What follows belongs to an exercise in optimizing a design on an open flow for small area; a production flow would make more cautious choices.
Where RTL was checked, it was by simulation tests only, not by an equivalence proof against the original.
Power and IR drop assume default switching activity.

Setup of before:
==> flow/design.v <==
`timescale 1ns / 1ps
package desa_pkg;
	localparam int SIZE_BITS_DEF = 32;
	localparam int CMD_W      = 4;
	localparam int NUM_W      = 32;
	localparam int TIER_W     = 2;
	localparam int STATUS_W   = 2;
	localparam int OFFSET_W   = 33;
	localparam int FREE_W     = 32;
	localparam int CFG_DATA_W = 32;
	localparam int CFG_IDX_W  = 1;
	localparam logic [CMD_W-1:0] CMD_ALLOC_PRI   = 4'd0;
	localparam logic [CMD_W-1:0] CMD_CLEAR_PRI   = 4'd1;
	localparam logic [CMD_W-1:0] CMD_FREE_FRONT  = 4'd2;
	localparam logic [CMD_W-1:0] CMD_FREE_REAR   = 4'd3;
	localparam logic [CMD_W-1:0] CMD_FREE_GLOBAL = 4'd4;
	localparam logic [CMD_W-1:0] CMD_SET_TIER    = 4'd5;
	localparam logic [CMD_W-1:0] CMD_ALLOC_CUR   = 4'd6;
	localparam logic [CMD_W-1:0] CMD_ALLOC_NEXT  = 4'd7;
	localparam logic [CMD_W-1:0] CMD_CLEAR_FRAME = 4'd8;
	localparam logic [CMD_W-1:0] CMD_SWAP        = 4'd9;
	localparam logic [TIER_W-1:0] TIER_GLOBAL = 2'd0;
	localparam logic [TIER_W-1:0] TIER_FRONT  = 2'd1;
	localparam logic [TIER_W-1:0] TIER_REAR   = 2'd2;
	localparam logic SIDE_FRONT = 1'b0;
	localparam logic SIDE_REAR  = 1'b1;
	localparam logic [STATUS_W-1:0] ST_OK      = 2'd0;
	localparam logic [STATUS_W-1:0] ST_NOSPACE = 2'd1;
	localparam logic [STATUS_W-1:0] ST_NOCFG   = 2'd2;
	localparam logic [CFG_IDX_W-1:0] REG_PRIMARY_SIZE = 1'd0;
	localparam logic [CFG_IDX_W-1:0] REG_FRAME_SIZE   = 1'd1;
	typedef struct packed {
		logic exec;     
		logic cfg_we;   
	} ctl_t;
endpackage
`timescale 1ns / 1ps
`timescale 1ns / 1ps
`timescale 1ns / 1ps
module double_ended_stack_allocator_core #(
	parameter int SIZE_BITS = desa_pkg::SIZE_BITS_DEF
) (
	input  logic                             clk,
	input  logic                             arst_n,
	input  logic                             cmd_valid,
	output logic                             cmd_ready,
	input  logic [desa_pkg::CMD_W-1:0]       cmd_command,
	input  logic [desa_pkg::NUM_W-1:0]       cmd_num_bytes,
	input  logic [desa_pkg::TIER_W-1:0]      cmd_tier,
	output logic                             res_valid,
	input  logic                             res_ready,
	output logic [desa_pkg::STATUS_W-1:0]    res_status,
	output logic [desa_pkg::OFFSET_W-1:0]    res_offset,
	output logic [desa_pkg::FREE_W-1:0]      res_primary_free,
	output logic [desa_pkg::FREE_W-1:0]      res_frame_free,
	input  logic                             cfg_valid,
	output logic                             cfg_ready,
	input  logic [desa_pkg::CFG_IDX_W-1:0]   cfg_index,
	input  logic [desa_pkg::CFG_DATA_W-1:0]  cfg_data
);
	typedef logic [31:0] w_t;
	localparam int ADD_BLK = 11;
	function automatic logic [32:0] add32(input logic [31:0] a, input logic [31:0] b,
			input logic ci);
		logic [32:0] s;
		logic [31:0] r;
		logic cb, c, pp;
		cb = ci;
		for (int lo = 0; lo < 32; lo += ADD_BLK) begin
			c = (lo == 0) ? ci : 1'b0;
			for (int i = lo; i < lo + ADD_BLK && i < 32; i++) begin
				r[i] = a[i] ^ b[i] ^ c;
				c = (a[i] & b[i]) | (c & (a[i] ^ b[i]));
			end
			if (lo == 0) begin
				for (int i = lo; i < lo + ADD_BLK && i < 32; i++) s[i] = r[i];
				cb = c;
			end else begin
				pp = 1'b1;
				for (int i = lo; i < lo + ADD_BLK && i < 32; i++) begin
					s[i] = r[i] ^ (cb & pp);
					pp = pp & r[i];
				end
				cb = c | (cb & pp);
			end
		end
		s[32] = cb;
		add32 = s;
	endfunction
	w_t   psize_q, fsize_q, global_q, front_q, rear_q, ffront_q, frear_q;
	logic [1:0] tier_q;
	logic side_q;
	logic valid_q;
	logic pnz_q, fnz_q;
	logic [1:0] st_q;
	w_t   off_q;
	logic ofr_q;
	logic exec;
	assign cmd_ready = !valid_q || res_ready;
	assign res_valid = valid_q;
	assign cfg_ready = 1'b1;
	assign exec      = cmd_valid && cmd_ready;
	always_ff @(posedge clk or negedge arst_n) begin
		if (!arst_n) valid_q <= 1'b0;
		else if (exec) valid_q <= 1'b1;
		else if (res_ready) valid_q <= 1'b0;
	end
	logic c_apri, c_clr, c_ffront, c_frear, c_fglob, c_tier, c_afrm, c_cfrm, c_swap;
	assign c_apri   = cmd_command == 4'd0;
	assign c_clr    = cmd_command == 4'd1;
	assign c_ffront = cmd_command == 4'd2;
	assign c_frear  = cmd_command == 4'd3;
	assign c_fglob  = cmd_command == 4'd4;
	assign c_tier   = cmd_command == 4'd5;
	assign c_afrm   = cmd_command[3:1] == 3'b011;
	assign c_cfrm   = cmd_command == 4'd8;
	assign c_swap   = cmd_command == 4'd9;
	logic pcfg, fcfg, cfg_nz;
	assign pcfg   = pnz_q;
	assign fcfg   = fnz_q;
	assign cfg_nz = |cfg_data;
	w_t proom, froom;
	assign proom = w_t'(add32(rear_q, ~front_q, 1'b1));
	assign froom = w_t'(add32(frear_q, ~ffront_q, 1'b1));
	assign res_primary_free = proom;
	assign res_frame_free   = froom;
	logic aside, t_rear, t_glob, use_rear;
	assign aside    = side_q ^ cmd_command[0];
	assign t_rear   = tier_q[1];
	assign t_glob   = ~tier_q[1] & ~tier_q[0];
	assign use_rear = c_afrm ? aside : t_rear;
	w_t room, a_in, sum;
	assign room = c_afrm ? froom : proom;
	always_comb begin
		case ({c_afrm, use_rear})
			2'b00:   a_in = front_q;
			2'b01:   a_in = ~rear_q;
			2'b10:   a_in = ffront_q;
			default: a_in = ~frear_q;
		endcase
	end
	assign sum = w_t'(add32(a_in, cmd_num_bytes, 1'b0));
	logic nospace, nocfg, alloc, ok;
	assign alloc   = c_apri | c_afrm;
	assign nocfg   = c_afrm ? ~fcfg : ~pcfg;
	assign nospace = cmd_num_bytes > room;
	assign ok      = alloc & ~nocfg & ~nospace;
	logic pri_ok, frm_ok;
	assign pri_ok = exec & c_apri & pcfg & ~nospace;
	assign frm_ok = exec & c_afrm & fcfg & ~nospace;
	always_ff @(posedge clk) begin
		if (exec) begin
			st_q  <= alloc ? {nocfg, ~nocfg & nospace} : 2'b00;
			off_q <= ok ? (use_rear ? ~sum : a_in) : '0;
			ofr_q <= ok & c_afrm;
		end
	end
	assign res_status = st_q;
	assign res_offset = add32(off_q, ofr_q ? psize_q : 32'd0, 1'b0);
	logic pcfg_we, fcfg_we;
	assign pcfg_we = cfg_valid & ~cfg_index[0];
	assign fcfg_we = cfg_valid &  cfg_index[0];
	w_t psize_d, fsize_d;
	assign psize_d = pcfg_we ? cfg_data : psize_q;
	assign fsize_d = fcfg_we ? cfg_data : fsize_q;
	logic p_zero, p_rear_sz, p_front_gl;
	assign p_zero     = pcfg_we | ~pnz_q | (exec & c_clr);
	assign p_rear_sz  = pcfg_we | ~pnz_q | (exec & (c_clr | c_frear | c_fglob));
	assign p_front_gl = exec & (c_ffront | c_fglob | (c_tier & cmd_tier == 2'd0));
	always_ff @(posedge clk or negedge arst_n) begin
		if (!arst_n) begin
			pnz_q   <= 1'b0;
			psize_q <= '0;
		end else begin
			if (pcfg_we) pnz_q <= cfg_nz;
			psize_q <= psize_d;
		end
	end
	always_ff @(posedge clk) begin
		if (p_zero) global_q <= '0;
		else if (pri_ok & t_glob) global_q <= sum;
		if (p_zero) front_q <= '0;
		else if (p_front_gl) front_q <= global_q;
		else if (pri_ok & ~t_rear) front_q <= sum;
		if (p_rear_sz) rear_q <= psize_d;
		else if (pri_ok & t_rear) rear_q <= ~sum;
		if (pcfg_we) tier_q <= 2'd0;
		else if (exec & c_tier & cmd_tier != 2'd3) tier_q <= cmd_tier;
	end
	logic f_front0, f_rear_sz;
	assign f_front0  = fcfg_we | ~fnz_q | (exec & (c_cfrm | (c_swap & fcfg & ~side_q)));
	assign f_rear_sz = fcfg_we | ~fnz_q | (exec & (c_cfrm | (c_swap & fcfg & side_q)));
	always_ff @(posedge clk or negedge arst_n) begin
		if (!arst_n) begin
			fnz_q   <= 1'b0;
			fsize_q <= '0;
		end else begin
			if (fcfg_we) fnz_q <= cfg_nz;
			fsize_q <= fsize_d;
		end
	end
	always_ff @(posedge clk) begin
		if (f_front0) ffront_q <= '0;
		else if (frm_ok & ~aside) ffront_q <= sum;
		if (f_rear_sz) frear_q <= fsize_d;
		else if (frm_ok & aside) frear_q <= ~sum;
		if (fcfg_we) side_q <= 1'b0;
		else if (exec & c_swap & fcfg) side_q <= ~side_q;
	end
endmodule
==> flow/config.mk <==
export PLATFORM = sky130hd
export DESIGN_NAME = double_ended_stack_allocator_core
export DESIGN_NICKNAME = double_ended_stack_allocator_core
export VERILOG_FILES = /design/flow/design.v
export SDC_FILE = /design/flow/constraint.sdc
export NUM_CORES = 4
export LEC_CHECK = 0
export CAP_MARGIN = 20
export CORE_MARGIN = 2
export CORE_UTILIZATION = 40
export CTS_CLUSTER_DIAMETER = 100
export CTS_CLUSTER_SIZE = 24
export SLEW_MARGIN = 20
==> flow/constraint.sdc <==
create_clock -name core_clock -period 11.0 [get_ports {clk}]
set_input_delay 2.2000 -clock core_clock [delete_from_list [all_inputs] [get_ports {clk}]]
set_output_delay 2.2000 -clock core_clock [all_outputs]
set_load 0.01 [all_outputs]
standard.sh (not shown) runs the stock make flow with config.mk's settings and CLKGATE_MAP_FILE= SYNTH_SCRIPT=/design/flow/synth_recipe.tcl, a recipe that flattens the netlist after the stock synthesis.
==> flow/flow/run.sh <==
#!/bin/bash
# The standard layout (the standard.sh: standard synthesis, floorplan,
# power grid, placement, CTS, routing), with one change: the buffer that
# port buffering puts on every input and output port is the platform's
# smallest buffer, sky130_fd_sc_hd__buf_1, instead of the one the resizer
# picks by itself. Repair still resizes any port buffer that needs it.
set -euo pipefail
export BUFFER_PORTS_ARGS="-buffer_cell sky130_fd_sc_hd__buf_1"
bash standard.sh finish > standard.log 2>&1
Inputs modified between before and after:
-- flow/design.v --
<<< before, line 123
	assign proom = w_t'(add32(rear_q, ~front_q, 1'b1));
	assign froom = w_t'(add32(frear_q, ~ffront_q, 1'b1));
	assign res_primary_free = proom;
	assign res_frame_free   = froom;
	logic aside, t_rear, t_glob, use_rear;
	assign aside    = side_q ^ cmd_command[0];
>>> after, line 123
	assign proom = w_t'(add32(rear_q, ~front_q, 1'b1));
	assign froom = w_t'(add32(frear_q, ~ffront_q, 1'b1));
	assign res_primary_free = pcfg ? proom : '0;
	assign res_frame_free   = fcfg ? froom : '0;
	logic aside, t_rear, t_glob, use_rear;
	assign aside    = side_q ^ cmd_command[0];
<<< before, line 153
			st_q  <= alloc ? {nocfg, ~nocfg & nospace} : 2'b00;
			off_q <= ok ? (use_rear ? ~sum : a_in) : '0;
			ofr_q <= ok & c_afrm;
		end
	end
>>> after, line 153
			st_q  <= alloc ? {nocfg, ~nocfg & nospace} : 2'b00;
			off_q <= ok ? (use_rear ? ~sum : a_in) : '0;
			ofr_q <= ok & c_afrm & pnz_q;
		end
	end
<<< before, line 165
	assign fsize_d = fcfg_we ? cfg_data : fsize_q;
	logic p_zero, p_rear_sz, p_front_gl;
	assign p_zero     = pcfg_we | ~pnz_q | (exec & c_clr);
	assign p_rear_sz  = pcfg_we | ~pnz_q | (exec & (c_clr | c_frear | c_fglob));
	assign p_front_gl = exec & (c_ffront | c_fglob | (c_tier & cmd_tier == 2'd0));
	always_ff @(posedge clk or negedge arst_n) begin
		if (!arst_n) begin
			pnz_q   <= 1'b0;
			psize_q <= '0;
		end else begin
			if (pcfg_we) pnz_q <= cfg_nz;
			psize_q <= psize_d;
		end
	end
	always_ff @(posedge clk) begin
		if (p_zero) global_q <= '0;
>>> after, line 165
	assign fsize_d = fcfg_we ? cfg_data : fsize_q;
	logic p_zero, p_rear_sz, p_front_gl;
	assign p_zero     = pcfg_we | (exec & c_clr);
	assign p_rear_sz  = pcfg_we | (exec & (c_clr | c_frear | c_fglob));
	assign p_front_gl = exec & (c_ffront | c_fglob | (c_tier & cmd_tier == 2'd0));
	always_ff @(posedge clk or negedge arst_n) begin
		if (!arst_n) pnz_q <= 1'b0;
		else if (pcfg_we) pnz_q <= cfg_nz;
	end
	always_ff @(posedge clk) psize_q <= psize_d;
	always_ff @(posedge clk) begin
		if (p_zero) global_q <= '0;
<<< before, line 189
	end
	logic f_front0, f_rear_sz;
	assign f_front0  = fcfg_we | ~fnz_q | (exec & (c_cfrm | (c_swap & fcfg & ~side_q)));
	assign f_rear_sz = fcfg_we | ~fnz_q | (exec & (c_cfrm | (c_swap & fcfg & side_q)));
	always_ff @(posedge clk or negedge arst_n) begin
		if (!arst_n) begin
			fnz_q   <= 1'b0;
			fsize_q <= '0;
		end else begin
			if (fcfg_we) fnz_q <= cfg_nz;
			fsize_q <= fsize_d;
		end
	end
	always_ff @(posedge clk) begin
		if (f_front0) ffront_q <= '0;
>>> after, line 185
	end
	logic f_front0, f_rear_sz;
	assign f_front0  = fcfg_we | (exec & (c_cfrm | (c_swap & fcfg & ~side_q)));
	assign f_rear_sz = fcfg_we | (exec & (c_cfrm | (c_swap & fcfg & side_q)));
	always_ff @(posedge clk or negedge arst_n) begin
		if (!arst_n) fnz_q <= 1'b0;
		else if (fcfg_we) fnz_q <= cfg_nz;
	end
	always_ff @(posedge clk) fsize_q <= fsize_d;
	always_ff @(posedge clk) begin
		if (f_front0) ffront_q <= '0;
- Against before as the reference, after delivers a lower largest net degree at the start of global routing.
- Horizontal die dimension essentially unchanged between before and after.
- Compared with before, in after internal power went down by 5.0%; cell area moved down; met2 layer usage reported by global route has decreased; part of the power in the clock network grew by 1.6 points.
- Looking at number of ordinary inverters in the final layout, after sits below before.
- after: total length of routed wires higher than before
- Taking before as the reference, in after number of global-route vias before repair shows a reduction of 0.63%, total negative slack for setup checks shows no meaningful change.
Function not checked in before: the RTL went through the layout flow alone.

==> afterwards: timing with drivers on the ports <==
No port has a modelled driver above. Below, the same layouts with a new extraction and two added sets of constraints.
Step 1, drivers: a clkbuf_16 drives clk and a buf_2 each remaining input, both assumed.
Step 2 adds t to the input delays and takes it off the output delays; t is the mean of the earliest and latest rising clock arrival at the registers after step 1. Input paths then give back, and output paths get back, about the clock's delay inside the block.
Slacks: ideal / step 1 / step 2; pairs: ideal / step 1.
run | shift t [ns] | setup slack, ns | pins driven straight from the clock port
before | 0.565 | 0.676 / 0.619 / 0.853 | 1
after | 0.543 | 1.207 / 1.153 / 0.783 | 1
After both steps setup and hold are still met in every run listed. For after, which loses most, drivers alone change the setup slack by -0.054 ns; drivers and shift together by -0.424 ns.
